This design comes from an exercise in tuning for small area, a short achievable clock period and few clock cycles on the open sky130 flow, not from production work. The RTL was checked by simulation tests, not by an equivalence proof against the original design. No activity file was given, so power comes from the tool's default toggle rates.

==> flow/config.mk <==
export PLATFORM = sky130hd
export DESIGN_NAME = edit_distance_engine_unit
export DESIGN_NICKNAME = edit_distance_engine_unit
export VERILOG_FILES = /design/flow/design.v
export SDC_FILE = /design/flow/constraint.sdc
export NUM_CORES = 4
export LEC_CHECK = 0
export CAP_MARGIN = 20
export CORE_MARGIN = 2
export CORE_UTILIZATION = 40
export SLEW_MARGIN = 20
==> flow/constraint.sdc <==
create_clock -name core_clock -period 6.0 [get_ports {clk}]
set_input_delay 1.2000 -clock core_clock [delete_from_list [all_inputs] [get_ports {clk}]]
set_output_delay 1.2000 -clock core_clock [all_outputs]
set_load 0.01 [all_outputs]
==> flow/design.v <==
package eed_pkg;
  localparam int MAX_LEN = 64;
  localparam int LEN_W   = $clog2(MAX_LEN + 1);
  localparam int OUT_W   = 7;
  localparam int CHAR_W  = 8;
  localparam int FUNC_W  = 2;
  localparam logic [LEN_W-1:0] MAX_CNT = LEN_W'(MAX_LEN);
  localparam logic [FUNC_W-1:0] FN_REF    = 2'd0;
  localparam logic [FUNC_W-1:0] FN_TYPED  = 2'd1;
  localparam logic [FUNC_W-1:0] FN_FINISH = 2'd2;
endpackage
import eed_pkg::*;
module edit_distance_engine_unit (
  input  logic              clk,
  input  logic              rst,
  input  logic              in_valid,
  output logic              in_ready,
  input  logic [FUNC_W-1:0] in_func,
  input  logic [CHAR_W-1:0] in_char_code,
  output logic              out_valid,
  input  logic              out_ready,
  output logic [OUT_W-1:0]  out_distance,
  output logic [OUT_W-1:0]  out_ref_length,
  output logic [OUT_W-1:0]  out_typed_length,
  output logic              out_error
);
  localparam int N = MAX_LEN;
  localparam int R_W = 2 * LEN_W + 1;
  logic             rdy;
  logic             acc;
  logic [LEN_W-1:0] ref_count;
  logic [LEN_W-1:0] typed_count;
  logic             error_flag;
  logic             ref_ok, typ_ok, fin_in;
  assign in_ready = rdy;
  assign acc      = in_valid && rdy;
  assign ref_ok   = acc && (in_func == FN_REF) && (typed_count == '0) && (ref_count != MAX_CNT);
  assign typ_ok   = acc && (in_func == FN_TYPED) && (typed_count != MAX_CNT);
  assign fin_in   = acc && (in_func == FN_FINISH);
  always_ff @(posedge clk) begin
    if (rst) begin
      ref_count   <= '0;
      typed_count <= '0;
      error_flag  <= 1'b0;
    end else if (fin_in) begin
      ref_count   <= '0;
      typed_count <= '0;
      error_flag  <= 1'b0;
    end else begin
      if (ref_ok) ref_count <= ref_count + LEN_W'(1);
      if (typ_ok) typed_count <= typed_count + LEN_W'(1);
      if (acc && ((in_func == FN_REF && !ref_ok) || (in_func == FN_TYPED && !typ_ok)))
        error_flag <= 1'b1;
    end
  end
  logic              w1, t1, f1;
  logic [CHAR_W-1:0] c1;
  logic [R_W-1:0]    r1;
  always_ff @(posedge clk) begin
    if (rst) begin
      w1 <= 1'b0;
      t1 <= 1'b0;
      f1 <= 1'b0;
    end else begin
      w1 <= ref_ok;
      t1 <= typ_ok;
      f1 <= fin_in;
    end
  end
  always_ff @(posedge clk) begin
    c1 <= in_char_code;
    r1 <= {ref_count, typed_count, error_flag};
  end
  logic [N-1:0][CHAR_W-1:0] ref_ch;
  logic [N-1:0]             eq2;
  logic                     w2, t2, f2;
  logic [R_W-1:0]           r2;
  always_ff @(posedge clk) begin
    if (w1) begin
      ref_ch <= {c1, ref_ch[N-1:1]};
    end
  end
  always_ff @(posedge clk) begin
    for (int i = 0; i < N; i++) begin
      eq2[i] <= (ref_ch[i] == c1);
    end
    r2 <= r1;
  end
  always_ff @(posedge clk) begin
    if (rst) begin
      w2 <= 1'b0;
      t2 <= 1'b0;
      f2 <= 1'b0;
    end else begin
      w2 <= w1;
      t2 <= t1;
      f2 <= f1;
    end
  end
  logic [N-1:0]     pv, mv;
  logic [N-1:0]     xv, xh, ph, mh, sum, pv_n, mv_n;
  logic             ph_top, mh_top;    
  logic [LEN_W-1:0] score;
  logic [LEN_W-1:0] score_n;
  always_comb begin
    xv   = eq2 | mv;
    sum  = (eq2 & pv) + pv;
    xh   = (sum ^ pv) | eq2;
    ph   = mv | ~(xh | pv);
    mh   = pv & xh;
    pv_n = {mh[N-2:0], 1'b0} | ~(xv | {ph[N-2:0], 1'b1});
    mv_n = {ph[N-2:0], 1'b1} & xv;
  end
  always_ff @(posedge clk) begin
    if (rst || f2) begin
      pv <= '0;
      mv <= '1;
    end else if (t2) begin
      pv <= pv_n;
      mv <= mv_n;
    end else if (w2) begin
      pv <= {1'b1, pv[N-1:1]};
      mv <= {1'b0, mv[N-1:1]};
    end
  end
  always_ff @(posedge clk) begin
    if (rst) begin
      ph_top <= 1'b0;
      mh_top <= 1'b0;
    end else begin
      ph_top <= t2 && ph[N-1];
      mh_top <= t2 && mh[N-1];
    end
  end
  always_comb begin
    score_n = score;
    if (ph_top || w2) score_n = score + LEN_W'(1);
    else if (mh_top)  score_n = score - LEN_W'(1);
  end
  always_ff @(posedge clk) begin
    if (rst || f2) begin
      score <= '0;
    end else begin
      score <= score_n;
    end
  end
  logic             res_valid, hold_valid;
  logic [R_W+LEN_W-1:0] res_d, hold_d, new_d;
  logic             pop;
  logic             res_valid_n, hold_valid_n;
  logic [2:0]       busy_n;
  assign new_d = {score_n, r2};
  assign pop   = res_valid && out_ready;
  always_comb begin
    res_valid_n  = res_valid;
    hold_valid_n = hold_valid;
    if (pop || !res_valid) begin
      if (hold_valid) begin
        res_valid_n  = 1'b1;
        hold_valid_n = f2;
      end else begin
        res_valid_n  = f2;
      end
    end else if (f2) begin
      hold_valid_n = 1'b1;
    end
  end
  always_ff @(posedge clk) begin
    if (rst) begin
      res_valid  <= 1'b0;
      hold_valid <= 1'b0;
    end else begin
      res_valid  <= res_valid_n;
      hold_valid <= hold_valid_n;
    end
  end
  always_ff @(posedge clk) begin
    if (pop || !res_valid) begin
      if (hold_valid) begin
        res_d <= hold_d;
      end else if (f2) begin
        res_d <= new_d;
      end
    end
    if (f2 && (hold_valid || (res_valid && !pop))) begin
      hold_d <= new_d;
    end
  end
  assign busy_n = 3'(fin_in) + 3'(f1) + 3'(res_valid_n) + 3'(hold_valid_n);
  always_ff @(posedge clk) begin
    if (rst) begin
      rdy <= 1'b1;
    end else begin
      rdy <= (busy_n <= 3'd1);
    end
  end
  assign out_valid        = res_valid;
  assign out_distance     = res_d[R_W+LEN_W-1 -: LEN_W];
  assign out_ref_length   = res_d[R_W-1 -: LEN_W];
  assign out_typed_length = res_d[LEN_W:1];
  assign out_error        = res_d[0];
endmodule
==> flow/run.sh <==
#!/bin/bash
# synth_recipe.tcl (not shown) runs the flow's synth.tcl, then flattens the netlist and writes it again
# the make line also repeats each setting of config.mk as NAME=value (left out here)
make -C /OpenROAD-flow-scripts/flow DESIGN_CONFIG=/design/flow/config.mk WORK_HOME=/design/flow/orfs CLKGATE_MAP_FILE= SYNTH_SCRIPT=/design/flow/synth_recipe.tcl finish
==> out/qor.yml, run 1 <==
critical_path:
  crit_buf_inv: 0
  critPathSlowestCell: "a2111o_1"
  reg2reg_from: "pv[1]$_SDFFE_PP0P_"
  reg2reg_to: "pv[45]$_SDFFE_PP0P_"
  r2r_slack_ns: 2.59
  reg2regPathDepth: 12
  slowest_delay_ns: 0.46
  worstSetupPathType: "register to register"
  critPathTopFamily: "compound AO/OA/AOI/OAI gates"
  critPathCaptureType: "register"
  required_ns: 6.48
  cp-endpoint: "pv[45]$_SDFFE_PP0P_"
  crit_cells: 12
  startpoint: "pv[1]$_SDFFE_PP0P_"
  startpoint_type: "register"
  path_max_fanout: 7
  critPathMostFrequentCell: "a21oi_1"
  cp_cell_sequence: "nor2b_1 > ha_1 > a211o_1 > a21oi_1 > o41a_1 > o22a_1 > nand2_1 > a31o_2 > and2_2 > a2111o_1 > a21oi_1 > a2111oi_0"
  arrival_ns: 3.88
floorplanning:
  die_x_um: 307
  fp.coreArea_um2: 91200
  die-area_um2: 94000
  fp.dieH_um: 307
  start_util_pct: 40.2
  ios: 38
  fp-row-count: 111
sta:
  slew_headroom_pct: 17.1
  finClkSkew_ns: 0.0272
  tightest_slew_ns: 1.24
  fmax_mhz: 293
  tns_ns: 0
  hold_violations: 0
  drv_slew: 0
  fin_crit_ns: 3.41
  setup_viol: 0
  rsz0062_at_grt: "false"
  finalWorstSetupSlack_ns: 2.59
  fin_crit_sh_pct: 56.8
clock_tree:
  root_buffer: "clkbuf_16"
  ctsHoldBuffers: 0
  cts_tree: "built"
  cts_made_buffers: 89
  clk_pin_slew_ns: 0.06
  post-cts-setup-buffers: 0
  clockBufferDepth: 3
  cts.sinks: 819
  cts_resized: 0
  clock_latency_ns: 0.64
  ctsHtreeMaxLevel: 3
synth:
  ys.flop_type: "edfxtp_1"
  yosysTopAreaCell: "edfxtp_1"
  ys_seq_elements: 819
  synth.area.top_cells: "edfxtp_1 46%, dfxtp_1 14%, xnor2_1 12%"
  synth_area_um2: 36600
  synth_top_area_share_pct: 45.6
  synth_cell_types: 98
  async_flop_share_pct: 0
  syn_avg_cell_area_um2: 12.1
  yosysSeqAreaShare_pct: 59.9
  syn_nets: 3054
  yosysWarnings: 1
  synth_edf_count: 556
  syn_inst: 3032
detailed_routing:
  viasPerCell: 5.41
  drc_errors: 0
  drtIter0Drc: 1853
  first_pass_iters: 5
  totalWireLength_um: 78400
  ant_nets: 0
  routedWlPerCell_um: 18.4
  dr_total_vias: 23100
global_routing:
  antenna_found_initial: 2
  grt_pass1_vias: 22500
  gr-usage-all-layers_pct: 16.6
  grt_max_degree: 188
  gr-total-overflow: 0
  grt_pass1_wl_um: 126000
layout:
  diodes: 0
  n_fill_cell: 8235
  final_layout_size_suffix_gt1_share_pct: 7.85
  final_nets: 3032
  syn2layout_area_growth_pct: 12.0
place:
  place_congestion: 0.884
  port_buffers: 37
  preCtsSetupSlack_ns: 2.46
  dp_hpwl_um: 49600
power_and_ir_drop:
  p_per_area_nw_per_um2: 295
  p_leak_nw: 12.3
  total_power_mw: 12.1
  ir_worst_vdd_mv: 0.221
worst_hold_path:
  hp-class: "register to register"
run:
  cap_violations: 0
outcome:
  status: "complete, no violations"
## stage by stage
stage	instances	cell area, µm²	hold WS [ns]	utilization (%)
global route	4267	41000	0.320	45.0
CTS	4267	41000	0.320	45.0
finish	4267	41000	0.322	45.0
detailed placement	4105	38100	0.312	41.7
global placement	4105	38100	0.310	41.7
floorplan	3032	36600	0.310	-
## cells in the final DEF (no fill, tap or decap), types with 11 or more instances in the layout
cell type and count:
o211ai_1 30, nand4_1 140, clkinv_2 16, dfxtp_1 251, edfxtp_1 556, buf_4 16, a211oi_1 49, xnor2_1 521
o21ai_0 123, clkbuf_16 93, inv_1 72, and2_1 12, o21bai_1 13, o21a_1 37, clkbuf_1 11, clkinv_1 13
o221ai_1 25, nand2b_1 26, nor4_1 12, a21oi_1 138, nor2b_1 30, nor2_1 214, nand2_1 105, clkdlybuf4s50_1 37
mux2i_1 45, or3_1 24, mux2_2 24, o22ai_1 31, nor3_1 44, nand3_1 17, a31oi_1 16, or4_1 13
dfxtp_4 11, o211a_1 16, a21o_1 37, maj3_1 21
## report_power, final
group / internal [mW] / switching, mW
clock network: 3.24 / 2.26
registers: 6.06 / 0.126
logic: 0.198 / 0.221
## cell usage after synthesis (all sizes together), types with 37 or more instances
cell type  count
edfxtp       556
xnor2        521
dfxtp        263
nor2         216
nand4        140
a21oi        139
clkbuf       125
o21ai        124
nand2        105
inv           73
a211oi        50
nor3          46
buf           45
mux2i         45
a21o          37
o21a          37
## area by class of cell
| cell class | count | area, µm² | share of cell area, % |
|---|---|---|---|
| sequential | 819 | 22000 | 53.6 |
| multi-input combinational | 1970 | 13700 | 33.5 |
| clock buffer | 112 | 2480 | 6.04 |
| tap | 1186 | 1480 | 3.62 |
| timing repair buffer | 57 | 571 | 1.39 |
| clock inverter | 50 | 477 | 1.16 |
| inverter | 73 | 275 | 0.671 |
## state kept, by name, indices dropped and copies added, names as in the netlist, 8 cells and up
signal / count
c1: 8
eq2: 64
hold_d: 22
mv: 64
pv: 64
r1: 15
r2: 15
ref_ch: 512
res_d: 22
## kinds of logic after synthesis
| group | after synthesis | synth area share [%] |
|---|---|---|
| multiplexers | 69 | 1.97 |
| buffers and inverters | 243 | 2.61 |
| adder cells (fa/ha/maj) | 32 | 0.959 |
| flip-flops | 819 | 59.9 |
| AO/OA/AOI/OAI | 618 | 11.3 |
| AND/OR/NAND/NOR | 721 | 10.5 |
| XOR/XNOR | 530 | 12.7 |
## routing by layer
metal / track usage [%] / wire length (µm) / vias up
met5: 0 / 13 / -
met2: 25.7 / 35100 / 489
li1: - / - / 11100
met1: 23.7 / 37800 / 11300
met3: 3.23 / 3780 / 125
met4: 4.66 / 1640 / 2
## how the worst min path moves through the flow
stage                  start             to  cells after the start
2_1_floorplan  r1[0]$_DFF_P_  r2[0]$_DFF_P_                      0
3_3_place_gp   r1[6]$_DFF_P_  r2[6]$_DFF_P_                      0
3_5_place_dp   r1[6]$_DFF_P_  r2[6]$_DFF_P_                      0
4_1_cts        r1[9]$_DFF_P_  r2[9]$_DFF_P_                      0
5_1_grt        r1[9]$_DFF_P_  r2[9]$_DFF_P_                      0
6_report       r1[9]$_DFF_P_  r2[9]$_DFF_P_                      0
Testbench counts, summed over its fixed seeds: cycles 28,351.
==> run 2: changes to the inputs <==
--- a/flow/config.mk
+++ b/flow/config.mk
@@ -8,4 +8,6 @@
 export CAP_MARGIN = 20
 export CORE_MARGIN = 2
 export CORE_UTILIZATION = 40
+export CTS_BUF_LIST = sky130_fd_sc_hd__clkbuf_4
+export CTS_CLUSTER_SIZE = 30
 export SLEW_MARGIN = 20
==> out/qor.yml, run 2 <==
outcome:
  status: "complete, no violations"
clock_tree:
  cts_resized: 0  # unchanged
  cts_tree: "built"
  root_buffer: "clkbuf_4"
  cts_made_buffers: 213  # +140%
  ctsHtreeMaxLevel: 4  # +1
  clockBufferDepth: 3  # unchanged
  clk_pin_slew_ns: 0.07  # about the same
  cts.sinks: 819  # unchanged
  post-cts-setup-buffers: 0  # unchanged
  clock_latency_ns: 1.11  # +0.47 ns
  ctsHoldBuffers: 0  # unchanged
sta:
  fmax_mhz: 295  # +0.43%
  setup_viol: 0  # unchanged
  tns_ns: 0  # unchanged
  fin_crit_sh_pct: 56.5  # -0.25 points
  fin_crit_ns: 3.39  # -0.0147 ns
  hold_violations: 0  # unchanged
  rsz0062_at_grt: "false"
  finalWorstSetupSlack_ns: 2.61  # +0.0147 ns
  finClkSkew_ns: 0.0881  # +0.0610 ns
  tightest_slew_ns: 1.12  # -0.121 ns
  slew_headroom_pct: 25.2  # +8.0 points
  drv_slew: 0  # unchanged
critical_path:
  slowest_delay_ns: 0.46  # about the same
  startpoint_type: "register"
  arrival_ns: 4.31  # +0.43 ns
  critPathMostFrequentCell: "a21oi_1"
  worstSetupPathType: "register to register"
  critPathSlowestCell: "a2111o_1"
  required_ns: 6.92  # +0.44 ns
  cp_cell_sequence: "nor2b_1 > ha_1 > a211o_1 > a21oi_1 > o41a_1 > o22a_1 > nand2_1 > a31o_2 > and2_2 > a2111o_1 > a21oi_1 > a2111oi_0"
  path_max_fanout: 7  # unchanged
  critPathTopFamily: "compound AO/OA/AOI/OAI gates"
  critPathCaptureType: "register"
  crit_buf_inv: 0  # unchanged
place:
  port_buffers: 37  # unchanged
  place_congestion: 0.884  # unchanged
  preCtsSetupSlack_ns: 2.46  # unchanged
  dp_cells: 4105  # unchanged
  dp_hpwl_um: 49600  # unchanged
synth:
  syn_nets: 3054  # unchanged
  async_flop_share_pct: 0  # unchanged
  syn_inst: 3032  # unchanged
  yosysWarnings: 1  # unchanged
  yosysTopAreaCell: "edfxtp_1"
  synth_cell_types: 98  # unchanged
  synth_area_um2: 36600  # unchanged
  synth.area.top_cells: "edfxtp_1 46%, dfxtp_1 14%, xnor2_1 12%"
  yosysSeqAreaShare_pct: 59.9  # unchanged
  synth_edf_count: 556  # unchanged
  syn_avg_cell_area_um2: 12.1  # unchanged
  ys_seq_elements: 819  # unchanged
  ys.flop_type: "edfxtp_1"
  synth_most_common_cell: "edfxtp_1"
  synthTopCellsByCount: "556 x edfxtp_1, 521 x xnor2_1, 263 x dfxtp_1"
  synth_top_area_share_pct: 45.6  # unchanged
worst_hold_path:
  hp-class: "register to register"
power_and_ir_drop:
  total_power_mw: 11.5  # -4.9%
  p_leak_nw: 12.5  # +1.6%
  p_per_area_nw_per_um2: 281  # -4.6%
  ir_worst_vdd_mv: 0.130  # -41%
floorplanning:
  die-area_um2: 94000  # unchanged
  die_x_um: 307  # unchanged
  fp-row-count: 111  # unchanged
  ios: 38  # unchanged
  start_util_pct: 40.2  # unchanged
  fp.dieH_um: 307  # unchanged
  fp.coreArea_um2: 91200  # unchanged
detailed_routing:
  drtIter0Drc: 1755  # -5.3%
  viasPerCell: 5.31  # -1.7%
  drc_errors: 0  # unchanged
  ant_nets: 0  # unchanged
  totalWireLength_um: 79700  # +1.7%
  first_pass_iters: 7  # +2
  dr_total_vias: 23900  # +3.7%
  routedWlPerCell_um: 17.7  # -3.6%
global_routing:
  gr-total-overflow: 0  # unchanged
  grt_max_degree: 188  # unchanged
  grt_pass1_vias: 23700  # +5.1%
  gr-usage-all-layers_pct: 17.0  # +0.43 points
  grt_pass1_wl_um: 128000  # +2.0%
  antenna_found_initial: 4  # +2
layout:
  final_common_cell: "edfxtp_1"
  largest_register_ffs: 512  # unchanged
  final_nets: 3156  # +4.1%
  syn2layout_area_growth_pct: 11.6
  final_layout_size_suffix_gt1_share_pct: 13.6  # +5.7 points
  layout_common_cells: "556 x edfxtp_1, 521 x xnor2_1, 323 x clkbuf_4, 251 x dfxtp_1, 214 x nor2_1"
  finalNonFillerCells: 4499  # +5.4%
  top_register: "ref_ch"
run:
  cap_violations: 0  # unchanged
-- run 2: power breakdown --
part           internal [mW]  switching (mW)  leakage [nW]
Sequential              6.05           0.126          6.78
Combinational          0.198           0.220          4.04
Clock                   2.59            2.32          1.66
Total                   8.84            2.66          12.5
-- run 2: worst paths after layout --
path | start | to | slack, ns | cells after the start
min | r1[11]$_DFF_P_ | r2[11]$_DFF_P_ | 0.31 | 0
max | pv[1]$_SDFFE_PP0P_ | pv[45]$_SDFFE_PP0P_ | 2.61 | 12
max reg2reg | pv[1]$_SDFFE_PP0P_ | pv[45]$_SDFFE_PP0P_ | 2.61 | 12
min reg2reg | r1[11]$_DFF_P_ | r2[11]$_DFF_P_ | 0.31 | 0
-- run 2: per-layer routing --
layer  vias to the layer above  part of all wire [%]  GRT usage (%)
li1                      11500                     -              -
met1                     11600                    47           23.4
met3                       166                   5.6           4.14
met2                       630                    44           25.7
met4                         2                   2.8           7.34
met5                         -                 0.016              0
-- run 2: kinds of logic (layout without fill, tap and decap cells) --
family,Yosys count,in the layout,synth area share [%]
flip-flops,819,819,59.9
buffers and inverters,243,519,2.61
AO/OA/AOI/OAI,618,618,11.3
adder cells (fa/ha/maj),32,32,0.959
AND/OR/NAND/NOR,721,721,10.5
other,0,5,0
XOR/XNOR,530,530,12.7
multiplexers,69,69,1.97
-- run 2: final cells by class --
type                    count  area (µm²)
fillers                  8408       50400
flip-flops and latches    819       22000
multi-input cells        1970       13700
clock buffers             323        2420
well taps                1186        1480
repair buffers             57         571
clock inverters            66         385
inverters                  73         275
diodes                      5        12.5
-- run 2: through the flow --
stage          util, %  hold WS, ns  cell area (µm²)
6_report          44.8        0.312            40900
5_1_grt           44.8        0.322            40900
4_1_cts           44.8        0.317            40900
3_5_place_dp      41.7        0.312            38100
3_3_place_gp      41.7        0.310            38100
2_1_floorplan        -        0.310            36600
==> run 3: changes to the inputs <==
--- a/flow/config.mk
+++ b/flow/config.mk
@@ -5,9 +5,11 @@
 export SDC_FILE = /design/flow/constraint.sdc
 export NUM_CORES = 4
 export LEC_CHECK = 0
+export ABC_CLOCK_PERIOD_IN_PS = 2500
 export CAP_MARGIN = 20
 export CORE_MARGIN = 2
 export CORE_UTILIZATION = 40
 export CTS_BUF_LIST = sky130_fd_sc_hd__clkbuf_4
 export CTS_CLUSTER_SIZE = 30
+export SETUP_SLACK_MARGIN = 3.3
 export SLEW_MARGIN = 20
==> out/qor.yml, run 3 <==
layout:
  syn2layout_area_growth_pct: 15.8
  final_layout_size_suffix_gt1_share_pct: 21.7  # +8.1 points
  final_util_pct: 46.5  # +1.7 points
  final_nets: 3223  # +2.1%
  final_common_cell: "edfxtp_1"
  top_register: "ref_ch"
  n_fill_cell: 8232  # -2.1%
  finalNonFillerCells: 4572  # +1.6%
  layout_common_cells: "556 x edfxtp_1, 521 x xnor2_1, 336 x clkbuf_4, 203 x nor2_1, 196 x dfxtp_1"
  largest_register_ffs: 512  # unchanged
sta:
  finClkSkew_ns: 0.0777  # -0.0105 ns
  slew_headroom_pct: 26.3  # +1.1 points
  hold_violations: 0  # unchanged
  tns_ns: 0  # unchanged
  fmax_mhz: 331  # +12%
  fin_crit_sh_pct: 50.3  # -6.2 points
  tightest_slew_ns: 1.11  # -0.0167 ns
  finalHoldWorstSlack_ns: 0.326  # +0.0142 ns
  rsz0062_at_grt: "true"
  drv_slew: 0  # unchanged
  fin_crit_ns: 3.02  # -0.374 ns
  setup_viol: 0  # unchanged
detailed_routing:
  drtIter0Drc: 2078  # +18%
  routedWlPerCell_um: 17.9  # +1.2%
  dr_total_vias: 24300  # +1.7%
  totalWireLength_um: 82000  # +2.9%
  viasPerCell: 5.32  # +0.11%
  ant_nets: 0  # unchanged
  drc_errors: 0  # unchanged
  first_pass_iters: 5  # -2
global_routing:
  grt_max_degree: 150  # -20%
  gr-total-overflow: 0  # unchanged
  grt_pass1_vias: 23900  # +0.91%
  grt_pass1_wl_um: 130000  # +1.5%
  gr-usage-all-layers_pct: 17.3  # +0.22 points
  antenna_found_initial: 5  # +1
clock_tree:
  ctsHoldBuffers: 0  # unchanged
  cts_tree: "built"
  clockBufferDepth: 3  # unchanged
  ctsHtreeMaxLevel: 4  # unchanged
  clock_latency_ns: 1.10  # about the same
  cts.sinks: 819  # unchanged
  root_buffer: "clkbuf_4"
  cts_made_buffers: 217  # +1.9%
  clk_pin_slew_ns: 0.08  # about the same
synth:
  syn_avg_cell_area_um2: 12.1  # unchanged
  synth_compound_gate_area_share_pct: 11.3  # unchanged
  yosysWarnings: 1  # unchanged
  synthAdderAreaFrac_pct: 0.960  # unchanged
  ys.flop_type: "edfxtp_1"
  synth.area.top_cells: "edfxtp_1 46%, dfxtp_1 14%, xnor2_1 12%"
  syn_nets: 3054  # unchanged
  synth.area.mux_share_pct: 1.97  # unchanged
  synth-simple-area-share_pct: 10.5  # unchanged
  synth_top_family_by_area: "XOR/XNOR gates"
  async_flop_share_pct: 0  # unchanged
  synth_area_um2: 36600  # unchanged
  syn_inst: 3032  # unchanged
  synth_edf_count: 556  # unchanged
  synth_xor_xnor_area_share_pct: 12.7  # unchanged
  synthTopCellsByCount: "556 x edfxtp_1, 521 x xnor2_1, 263 x dfxtp_1"
  ys_seq_elements: 819  # unchanged
  yosysTopAreaCell: "edfxtp_1"
  synth_cell_types: 98  # unchanged
  synth_top_area_share_pct: 45.6  # unchanged
  synth_most_common_cell: "edfxtp_1"
  yosysSeqAreaShare_pct: 59.9  # unchanged
floorplanning:
  fp.coreArea_um2: 91200  # unchanged
  start_util_pct: 40.2  # unchanged
  fp-row-count: 111  # unchanged
  die_x_um: 307  # unchanged
  die-area_um2: 94000  # unchanged
  fp.dieH_um: 307  # unchanged
  ios: 38  # unchanged
critical_path:
  critPathCaptureType: "register"
  arrival_ns: 4.02  # -0.29 ns
  critPathSlowestCell: "nor4bb_1"
  worstSetupPathType: "register to register"
  reg2reg_from: "pv[36]$_SDFFE_PP0P_"
  cp_cell_sequence: "nor4bb_1 > and4_1 > and2_1 > nand2_1 > nor2_1 > a32oi_4 > buf_6 > a21oi_4 > nor2_4 > maj3_2 > a211oi_1"
  path_max_fanout: 7  # unchanged
  startpoint_type: "register"
  required_ns: 7.00  # +0.08 ns
  startpoint: "pv[36]$_SDFFE_PP0P_"
  slowest_delay_ns: 0.53  # +0.07 ns
place:
  place_congestion: 0.860  # -2.7%
  dp_cells: 4105  # unchanged
  port_buffers: 37  # unchanged
  dp_hpwl_um: 49400  # -0.29%
power_and_ir_drop:
  ir_worst_vdd_mv: 0.153  # +18%
  p_leak_nw: 13.2  # +5.3%
  total_power_mw: 11.7  # +2.1%
  p_per_area_nw_per_um2: 277  # -1.7%
worst_hold_path:
  hp-class: "register to register"
  hp-start: "r1[12]$_DFF_P_"
outcome:
  status: "complete, no violations"
run:
  cap_violations: 0  # unchanged
[run 3: cell counts after synthesis]
Identical to the previous run, type by type.
[run 3: cell families (layout without fill, tap and decap cells)]
family / count (synthesis) / after routing
mux: 69 / 69
buf+inv: 243 / 592
xor+xnor: 530 / 530
flops: 819 / 819
compound gates: 618 / 618
fa+ha+maj: 32 / 32
simple gates: 721 / 721
other cells: 0 / 5
[run 3: worst max-delay path: cells and delay by family (launching register included)]
kind | cells | cell delay [ns]
AND/OR/NAND/NOR | 6 | 1.46
buffers and inverters | 1 | 0.16
flip-flops | 1 | 0.44
adder cells (fa/ha/maj) | 1 | 0.30
AO/OA/AOI/OAI | 3 | 0.56
[run 3: metrics by stage]
step	setup slack, ns	instance area (µm²)
finish	2.98	42400
global route	2.84	42400
CTS	2.94	41800
detailed placement	2.36	38100
global placement	2.40	38100
floorplan	1.80	36700
[run 3: timing repair]
item                       4_1_cts  5_1_grt
setup endpoints to repair      128      103
buffers inserted                36       27
resized for setup              248      111
pin swaps                       73       58
[run 3: layer usage]
layer	vias up	global-route usage (%)	wire [µm]
met3	139	3.85	4460
met4	0	6.45	1770
met2	654	26.2	36800
met1	11900	24.1	39000
met5	-	0	0
li1	11700	-	-
[run 3: final timing paths]
kind,to,slack [ns],depth (start not counted)
hold / removal,r2[12]$_DFF_P_,0.33,0
hold reg to reg,r2[12]$_DFF_P_,0.33,0
setup reg to reg,pv[51]$_SDFFE_PP0P_,2.98,11
setup / recovery,pv[51]$_SDFFE_PP0P_,2.98,11
[run 3: cell type report]
class | instances | area (µm²) | share of cell area, %
diodes | 5 | 12.5 | 0.0295
clock buffers | 336 | 2520 | 5.94
clock inverters | 63 | 438 | 1.03
inverters | 73 | 282 | 0.663
multi-input cells | 1970 | 14600 | 34.5
flip-flops and latches | 819 | 22100 | 52.1
well taps | 1186 | 1480 | 3.50
repair buffers | 120 | 961 | 2.26
[run 3: power by group]
part	switching [mW]	leakage [nW]	internal, mW	total (mW)
Sequential	0.131	6.81	6.05	6.18
Combinational	0.223	4.58	0.201	0.424
Clock	2.36	1.76	2.78	5.14

static timing again, ports no longer ideal:
The flow's constraints put no driver on any port. The routed layouts listed below were extracted and timed again, unchanged, in two steps.
Step 1, drivers: a clkbuf_16 drives clk and a buf_2 each remaining input, both assumed.
Step 2, shift: input delay + t, output delay - t, t = (earliest + latest rising clock arrival at the registers) / 2. This alone moves slack from input paths to output paths.
Slacks: ideal / step 1 / step 2; pairs: ideal / step 1.
run | t (ns) | setup slack, ns | worst setup path after step 2 | worst slew at a driven data input, ns
run 1 | 0.695 | 2.592 / 2.592 / 2.438 | input to register | 0.04
run 2 | 1.125 | 2.607 / 2.607 / 2.464 | input to register | 0.04
run 3 | 1.121 | 2.981 / 2.981 / 2.257 | input to register | 0.06
After both steps every run listed still meets setup and hold. For run 3, which loses most, drivers alone change the setup slack by 0.000 ns; drivers and shift together by -0.724 ns.
